What follows belongs to an exercise in optimizing a design on an open flow for small area; a production flow would make more cautious choices. In this exercise RTL edits were held to simulation tests only and were not proved equivalent to the original. Power figures rest on the tool's default switching activity, not on a simulated workload.

`design/flow/design.v`:
```
module imem_loader #(
    parameter int          DEPTH_WORDS = 64,
    parameter logic [31:0] NOP_WORD    = 32'h00000013
) (
    input  logic         clk,
    input  logic         rst,
    input  logic         load_start,
    input  logic [6:0]   load_words,
    input  logic         byte_valid,
    input  logic [7:0]   byte_data,
    output logic         byte_ready,
    input  logic [7:0]   pc,
    output logic [31:0]  instruction,
    output logic         core_rst,
    output logic         load_done,
    output logic         load_err,
    output logic [6:0]   words_loaded
);
    localparam int NR = 16;   
    localparam int RL = 4;    
    logic        st_load;
    logic        st_run;
    logic [1:0]  bcnt;
    logic [23:0] wbuf;
    logic [5:0]  tgt_m1;      
    logic [6:0]  wcnt;
    logic        done_q;
    logic        err_q;
    logic [31:0] pend;
    logic [5:0]  pidx;
    logic        pv;
    logic [1:0]  rot;
    logic [31:0] ring [NR][RL];
    logic legal, accept, wr_en, last_word, ins_now;
    assign legal     = (load_words != 7'd0) && (load_words <= 7'd64);
    assign accept    = byte_valid && st_load && !load_start;
    assign wr_en     = accept && (bcnt == 2'd3);
    assign last_word = (wcnt[5:0] == tgt_m1);
    assign ins_now   = pv && (rot == ~pidx[1:0]);
    assign byte_ready   = st_load;
    assign core_rst     = !st_run;
    assign load_done    = done_q;
    assign load_err     = err_q;
    assign words_loaded = wcnt;
    always_ff @(posedge clk or negedge rst) begin
        if (!rst) begin
            st_load <= 1'b0;
            st_run  <= 1'b0;
            wcnt    <= 7'd0;
            done_q  <= 1'b0;
            err_q   <= 1'b0;
        end else begin
            done_q <= 1'b0;
            err_q  <= 1'b0;
            if (load_start) begin
                if (legal) begin
                    st_load <= 1'b1;
                    st_run  <= 1'b0;
                    wcnt    <= 7'd0;
                end else begin
                    err_q <= 1'b1;
                end
            end else if (wr_en) begin
                wcnt <= wcnt + 7'd1;
                if (last_word) begin
                    st_load <= 1'b0;
                    st_run  <= 1'b1;
                    done_q  <= 1'b1;
                end
            end
        end
    end
    always_ff @(posedge clk) begin
        if (load_start && legal) begin
            tgt_m1 <= 6'(load_words - 7'd1);
            bcnt   <= 2'd0;
        end else if (accept) begin
            bcnt <= bcnt + 2'd1;
            if (bcnt != 2'd3)
                wbuf[{bcnt, 3'b000} +: 8] <= byte_data;
        end
    end
    always_ff @(posedge clk) begin
        if (wr_en) begin
            pend <= {byte_data, wbuf};
            pidx <= wcnt[5:0];
            pv   <= 1'b1;
        end else if (ins_now) begin
            pv <= 1'b0;
        end
    end
    always_ff @(posedge clk)
        rot <= rot + 2'd1;
    always_ff @(posedge clk) begin
        for (int g = 0; g < NR; g++) begin
            if (ins_now && pidx[5:2] == 4'(g))
                ring[g][0] <= pend;
            else
                ring[g][0] <= ring[g][RL-1];
            for (int i = 1; i < RL; i++)
                ring[g][i] <= ring[g][i-1];
        end
    end
    logic [5:0]  ridx;
    logic [1:0]  rpos;
    logic        byp;
    logic [NR*RL-1:0] sel;
    logic [31:0] rd;
    assign ridx = pc[7:2];
    assign rpos = ridx[1:0] + rot;
    assign byp  = pv && (pidx == ridx);
    always_comb begin
        for (int g = 0; g < NR; g++)
            for (int i = 0; i < RL; i++)
                sel[g*RL+i] = !st_load && !byp && (ridx[5:2] == 4'(g)) && (rpos == 2'(i));
        rd = {32{!st_load && byp}} & pend;
        for (int g = 0; g < NR; g++)
            for (int i = 0; i < RL; i++)
                rd = rd | ({32{sel[g*RL+i]}} & ring[g][i]);
        instruction = rd | ({32{st_load}} & NOP_WORD);
    end
endmodule
```
`design/flow/run.sh`:
```
#!/bin/bash
# synth_recipe.tcl (not shown) runs the flow's synth.tcl, then flattens the netlist and writes it again
# the make line also repeats each setting of config.mk as NAME=value (left out here)
make -C /OpenROAD-flow-scripts/flow DESIGN_CONFIG=/design/flow/config.mk WORK_HOME=/design/flow/orfs CLKGATE_MAP_FILE= SYNTH_SCRIPT=/design/flow/synth_recipe.tcl finish
```
`design/flow/config.mk`:
```
export PLATFORM = sky130hd
export DESIGN_NAME = imem_loader
export DESIGN_NICKNAME = imem_loader
export VERILOG_FILES = /design/flow/design.v
export SDC_FILE = /design/flow/constraint.sdc
export NUM_CORES = 4
export LEC_CHECK = 0
export CAP_MARGIN = 20
export CORE_MARGIN = 2
export CORE_UTILIZATION = 40
export SLEW_MARGIN = 20
```
`design/flow/constraint.sdc`:
```
create_clock -name core_clock -period 8.0 [get_ports {clk}]
set_input_delay 1.6000 -clock core_clock [delete_from_list [all_inputs] [get_ports {clk}]]
set_output_delay 1.6000 -clock core_clock [all_outputs]
set_load 0.01 [all_outputs]
```
==> flow_summary_export.csv <==
group,metric,value,unit
outcome,outcome,"finished clean",
synthesis,ys_types,85,
global_routing,gr-total-overflow,0,
pwr,max-vdd-ir-drop,0.2445,mV
worst_hold_path,hold_class,"reg2reg",
pwr,pwr-share-comb,2.8,%
pwr,p_total,21.90,mW
synthesis,async_flop_share,0.5159,%
synthesis,yosysSeqAreaShare,66.79,%
global_routing,grt_pass1_wl,381.8,mm
pwr,p_sw,4.895,mW
worst_setup_path,cpMostUsedCell,"clkdlybuf4s50_1",
global_routing,grtUsageTotal,32.49,%
finish,final_nets,5351,
routing,vias,49750,
worst_setup_path,path_cells,"clkdlybuf4s50_1 > ha_2 > nor3_2 > nand2_1 > a211oi_4 > buf_4 > a22oi_1 > nand4_1 > or3_1 > clkdlybuf4s50_1",
floorplanning,dieArea,165800,um2
global_routing,grt_max_degree,50,
pwr,powerDensity,281.7,nW/um2
worst_setup_path,r2r_start,"pidx[1]",
routing,avgRoutedWirePerCell,36.62,um
worst_setup_path,cpPeakStageDelay,1.02,ns
timing,finalSetupViolations,0,
global_routing,antenna_found_initial,24,
flow_run,max_cap_violations,0,
pwr,leakage,29.37,nW
floorplanning,core_area,160900,um2
worst_setup_path,r2r-end,"ring[0][24]",
global_routing,grt_use_met3,9.599,%
worst_setup_path,crit_slowest_cell,"a211oi_4",
synthesis,syn_inst,5073,
timing,finalHoldViolations,0,
finish,fillers,14150,
clock_tree,root_buffer,"clkbuf_16",
routing,initialDrtViolationCount,8312,
floorplanning,placementRows,147,
clock_tree,clockBufferDepth,3,
timing,fin_crit_sh,96.70,%
clock_tree,cts_inserted_buffers,206,
floorplanning,start_util,40.39,%
placed_design,dpl.hpwl,173.3,mm
clock_tree,ctsResizeCount,0,
routing,ant_nets,0,
clock_tree,cts_tree,"built",
clock_tree,clk_pin_slew,0.06,ns
finish,fin_area,77760,um2
timing,max_freq,129.3,MHz
pwr,p_int,17.01,mW
pwr,clockPowerShare,46.8,%
timing,setup_tns,0,ns
synthesis,yosysWarnings,2,
worst_setup_path,crit_arrival,6.14,ns
synthesis,synth_edf_count,68,
worst_setup_path,startpoint_type,"primary input",
routing,drc_errors,0,
global_routing,grt_pass1_vias,47560,
worst_setup_path,path_max_fanout,20,
worst_hold_path,hold-path-cell-count,0,
timing,rsz0062_at_grt,"no",
clock_tree,cts.hold.buffers_added,0,
floorplanning,fp.dieW,407.1,um
synthesis,synth_seq_cells,2132,
synthesis,synth_largest_area_cell,"dfxtp_1",
synthesis,synth.avg_cell_area,12.81,um2
finish,drive_above_1_share,23.84,%
global_routing,gr-usage-met2,46.46,%
clock_tree,clk_latency,0.86,ns
placed_design,port_buffers,67,
synthesis,synthFlopType,"dfxtp_1",
pwr,swShare,22.35,%
finish,final_cell_mix,"dfxtp_1 (2,053), mux2_2 (533), a22oi_1 (400), buf_4 (280), clkbuf_16 (214)",
pwr,seqPwrFrac,50.4,%
floorplanning,ioPinCount,70,
timing,maxSlewViolCount,0,
worst_setup_path,end_kind,"primary output",
synthesis,synth_nets,5107,
timing,fin_hold_ws,0.3310,ns
clock_tree,clock-sinks,2132,
clock_tree,postCtsSetupBuffers,0,
routing,wl,280.8,mm
routing,viasPerCell,6.488,
timing,worstMarginPinSlew,1.308,ns
worst_setup_path,cp.required,6.40,ns
clock_tree,cts-htree-levels,4,
global_routing,grt_busiest_layer,"met2",
synthesis,synth_area,65010,um2
synthesis,synth_area_leaders,"dfxtp_1 (63%), mux2_2 (9.2%), a22oi_1 (4.6%)",
worst_hold_path,hold_start,"ring[42][12]",
worst_setup_path,crit_type,"in2out",
timing,slew_headroom,12.52,%
global_routing,met1_usage,42.85,%
worst_hold_path,whs_endpoint,"ring[43][12]",
synthesis,yosys.area.top_type_share,63.22,%
finish,final_common_cell,"dfxtp_1",
placed_design,gp_congestion,0.9597,
floorplanning,fp.dieH,407.1,um
placed_design,postPlaceCellArea,70520,um2
routing,first_pass_iters,9,
finish,area_growth,19.62,%
timing,period_minus_slack,7.736,ns
worst_setup_path,rrSetupSlack,4.26,ns
timing,fin_skew,0.02999,ns
worst_setup_path,rr_worst_depth,7,
## power groups by stage
stage / Clock (mW) / Sequential [mW] / Combinational (mW)
finish: 10.3 / 11.0 / 0.607
global placement: 0 / 11.3 / 0.570
floorplan: 0 / 11.2 / 0.253
detailed placement: 0 / 11.3 / 0.574
global route: 10.7 / 11.1 / 0.606
CTS: 10.2 / 11.0 / 0.577
## flip-flops by register name, indices dropped and copies added (netlist names)
| name | cells |
|---|---|
| wbuf | 24 |
| tgt_m1 | 6 |
| bcnt | 2 |
| st_run | 1 |
| ring | 2048 |
| done_q | 1 |
| err_q | 1 |
| pend | 32 |
| wcnt | 7 |
| pv | 1 |
| pidx | 6 |
| rot | 2 |
| st_load | 1 |
## cell type report
type | instances | area, um2 | share of cell area, %
Sequential cell | 2132 | 43420 | 55.83
Multi-Input combinational cell | 2545 | 20550 | 26.43
Clock buffer | 316 | 6279 | 8.074
Timing Repair Buffer | 396 | 3736 | 4.804
Tap cell | 2160 | 2703 | 3.475
Clock inverter | 66 | 895.9 | 1.152
Inverter | 36 | 135.1 | 0.1738
Antenna cell | 17 | 42.54 | 0.05471
## logic make-up after synthesis
logic type | synth area share, %
AOI/OAI and AO/OA | 14.79
xor gates and xnor gates | 0.4177
adders and majority gates | 0.1347
buffers and inverters | 2.471
DFF | 66.79
muxes | 10.09
and+or+nand+nor | 5.302
## worst max-delay path, delay by kind of cell
kind	cells	cell delay, ns
and+or+nand+nor	4	1.41
adders and majority gates	1	0.49
buffers and inverters	3	1.44
AOI/OAI and AO/OA	2	1.16
## through the flow
step	instances	setup slack (ns)	utilization, %
finish	7668	0.2636	48.32
global placement	7267	0.4217	43.80
global route	7653	0.2051	48.30
detailed placement	7268	0.3917	43.82
floorplan	5073	2.156	-
CTS	7650	0.3788	48.28
## layer usage
layer	share of wire (%)	up-vias
met3	13	972
met4	6.9	16
met1	39	25040
met2	42	4046
met5	0.038	-
li1	-	19670
## Yosys cell counts, drive strengths merged (9+ instances only)
cell and instances:
nor4 27, a22o 81, and4 9, mux2i 48
a222oi 130, nor3b 9, clkbuf 184, nand4 51
a21oi 133, mux2 534, and3 47, buf 176
or3 12, nor2 126, edfxtp 68, o21ai 77
a2111oi 14, nor3 41, xor2 11, a221oi 78
dfrtp 11, a31oi 54, a211oi 46, nand3 105
o22ai 37, nand2 186, or4 22, inv 35
a221o 20, a22oi 400, xnor2 13, a32o 46
o32ai 10, a32oi 53, dfxtp 2053
## worst max-delay path by stage
stage                from              end  cells after the start
detailed placement  pc[2]   instruction[5]                     12
floorplan           pc[2]   instruction[7]                     13
CTS                 pc[2]   instruction[5]                     12
finish              pc[2]  instruction[14]                     10
global route        pc[2]  instruction[23]                     11
global placement    pc[2]   instruction[5]                     12

separate check: timing with driven ports:
The flow's constraints put no driver on any port. The routed layout listed below was extracted and timed again, unchanged, in two steps. Step 1 (the two cells are an assumption about what drives the block):
set clk [get_ports {clk}]
set_driving_cell -lib_cell sky130_fd_sc_hd__clkbuf_16 $clk
set_driving_cell -lib_cell sky130_fd_sc_hd__buf_2 [delete_from_list [all_inputs] $clk]
Step 2 times the ports against the registers' clock, not the clock port: input delays grow and output delays shrink by t, the midpoint of the rising clock arrivals with the driver on. Slacks: ideal / step 1 / step 2; pairs: ideal / step 1.
t, ns: 0.934
setup WS [ns]: 0.264 / 0.242 / 0.242
hold WS [ns]: 0.331 / 0.331 / 0.331
worst slew at a driven data input, ns: 0.03
After both steps setup and hold are still met in this run. For this run, drivers alone change the setup slack by -0.022 ns; drivers and shift together by -0.022 ns.
